Background: an optimization exercise with open tools, aiming at a short achievable clock period and few clock cycles per item. Do not read the settings as production practice.
At most, simulation tests tie the RTL to the original design; equivalence was not proved.

Setup of fjord:
// view_tag_record_scanner
module view_tag_record_scanner #(
  parameter int TEXT_MAX = 31
) (
  input  logic        clk_i,
  input  logic        rst_ni,
  input  logic        in_valid_i,
  output logic        in_ready_o,
  input  logic [7:0]  in_text_byte_i,
  input  logic        in_end_of_data_i,
  output logic        out_valid_o,
  input  logic        out_ready_i,
  output logic [1:0]  out_item_kind_o,
  output logic [7:0]  out_char_code_o,
  output logic [31:0] out_channel_o,
  output logic        out_is_signed_o,
  output logic        out_is_integer_o,
  output logic        out_last_o
);
  localparam int NSLOT = 3;
  localparam int CntW  = $clog2(TEXT_MAX + 1);
  logic            wr;
  logic [7:0]      wchar;
  logic            discard;
  logic            space;
  logic            commit;
  logic [CntW-1:0] commit_nc, commit_pc;
  logic [31:0]     commit_chan;
  logic            commit_sgn, commit_intg;
  logic [NSLOT-1:0] full;
  vtrs_ctrl #(
    .TEXT_MAX (TEXT_MAX),
    .NSLOT    (NSLOT)
  ) u_ctrl (
    .clk_i         (clk_i),
    .rst_ni        (rst_ni),
    .in_valid_i    (in_valid_i),
    .in_ready_o    (in_ready_o),
    .text_byte_i   (in_text_byte_i),
    .end_of_data_i (in_end_of_data_i),
    .full_i        (full),
    .space_i       (space),
    .wr_o          (wr),
    .wchar_o       (wchar),
    .discard_o     (discard),
  ...
export LEC_CHECK = 0
export ABC_CLOCK_PERIOD_IN_PS = 1600
export CAP_MARGIN = 20
export CORE_MARGIN = 2
export CORE_UTILIZATION = 55
export CTS_CLUSTER_DIAMETER = 80
export CTS_CLUSTER_SIZE = 24
export SETUP_SLACK_MARGIN = 2.2
export SLEW_MARGIN = 20
export TNS_END_PERCENT = 100
create_clock -name core_clock -period 4.0 [get_ports {clk_i}]
run.sh (not shown) runs the stock make flow with config.mk's settings and CLKGATE_MAP_FILE= SYNTH_SCRIPT=/design/flow/synth_recipe.tcl, a recipe that flattens the netlist after the stock synthesis.
Testbench counts of fjord, summed over its fixed seeds: cycles 41,006, bytes 40,918.
Inputs modified between fjord and cedar:
-- flow/design.v --
<<< fjord, line 340
  localparam int NGRP = 4;                           
  localparam int GSZ  = (QCAP + NGRP - 1) / NGRP;
  localparam int NCG  = 8;                           
  localparam int CSZ  = (QCAP + NCG - 1) / NCG;
  logic [7:0]       q_q [QCAP];
  logic [QCAP-1:0]  wp_q, cp_q, rp_q;    
>>> cedar, line 340
  localparam int NGRP = 4;                           
  localparam int GSZ  = (QCAP + NGRP - 1) / NGRP;
  logic [7:0]       q_q [QCAP];
  logic [QCAP-1:0]  wp_q, cp_q, rp_q;    
<<< fjord, line 404
  end
  logic [QCAP-1:0] near_wp;
  logic [NCG-1:0]  clash_q;
  logic            space_q;
  always_comb begin
>>> cedar, line 402
  end
  logic [QCAP-1:0] near_wp;
  logic [NGRP-1:0] clash_q;
  logic            space_q;
  always_comb begin
<<< fjord, line 415
      space_q <= 1'b1;
    end else begin
      for (int g = 0; g < NCG; g++) begin
        logic c;
        c = 1'b0;
        for (int i = g * CSZ; i < (g + 1) * CSZ && i < QCAP; i++) c = c | (rp_q[i] & near_wp[i]);
        clash_q[g] <= c;
      end
      space_q <= !(|clash_q);
>>> cedar, line 413
      space_q <= 1'b1;
    end else begin
      for (int g = 0; g < NGRP; g++) begin
        clash_q[g] <= |(rp_q[g*GSZ +: GSZ] & near_wp[g*GSZ +: GSZ]);
      end
      space_q <= !(|clash_q);
<<< fjord, line 555
                      : {b_kind, b_char, b_chan, sgn_q[0], intg_q[0], b_last};
  assign o_d   = ({45{adv}} & o_new) | ({45{!adv}} & o_q);
  always_ff @(posedge clk_i or negedge rst_ni) begin
    if (!rst_ni) begin
      o_q <= '0;
    end else begin
      o_q <= o_d;
    end
  end
  assign {kind_q, char_q, ochan_q, osgn_q, ointg_q, last_q} = o_q;
>>> cedar, line 550
                      : {b_kind, b_char, b_chan, sgn_q[0], intg_q[0], b_last};
  assign o_d   = ({45{adv}} & o_new) | ({45{!adv}} & o_q);
  always_ff @(posedge clk_i) begin
    o_q <= o_d;
  end
  assign {kind_q, char_q, ochan_q, osgn_q, ointg_q, last_q} = o_q;
### Flow results
Routed wire length was higher in fjord than in cedar. Looking at number of nets at the end of the flow, cedar sits 252 lower than fjord does. Looking at met1 track demand over resource in global routing across fjord and cedar, the one that comes out higher is fjord. cedar: least setup slack across all paths after layout higher than fjord. cedar contains fewer vias than fjord. cedar vs. fjord: total of max-cap violations level, worst endpoint data arrival time shrank by 110 ps, layout filler cell count saw a decrease, portion of netlist area occupied by mux cells essentially unchanged, number of cells on the critical path went down.
For cedar, only the layout was checked, not whether the RTL still works.

## separate check: timing with driven ports
The results above use ideal ports. As a check the final layouts listed here were re-extracted and re-timed, cells and wires unchanged.
Step 1: set_driving_cell puts a clkbuf_16 on clk_i and a buf_2 on each other input, an assumption about the parent block.
Step 2 adds t to the input delays and takes it off the output delays; t is the mean of the earliest and latest rising clock arrival at the registers after step 1. Input paths then give back, and output paths get back, about the clock's delay inside the block.
Three values: ideal ports, drivers, drivers and shift; two values: the first two.
run	t (ns)	slack for setup (ns)	hold slack, ns	worst setup path at the end	cell pins on the clock port's net
fjord	0.740	1.863 / 1.790 / 1.640	0.024 / 0.002 / 0.330	input to register	1
cedar	0.736	1.971 / 1.896 / 1.618	0.045 / 0.021 / 0.335	input to register	1
After both steps setup and hold are still met in every run listed. For cedar, which loses most, drivers alone change the setup slack by -0.075 ns; drivers and shift together by -0.353 ns.
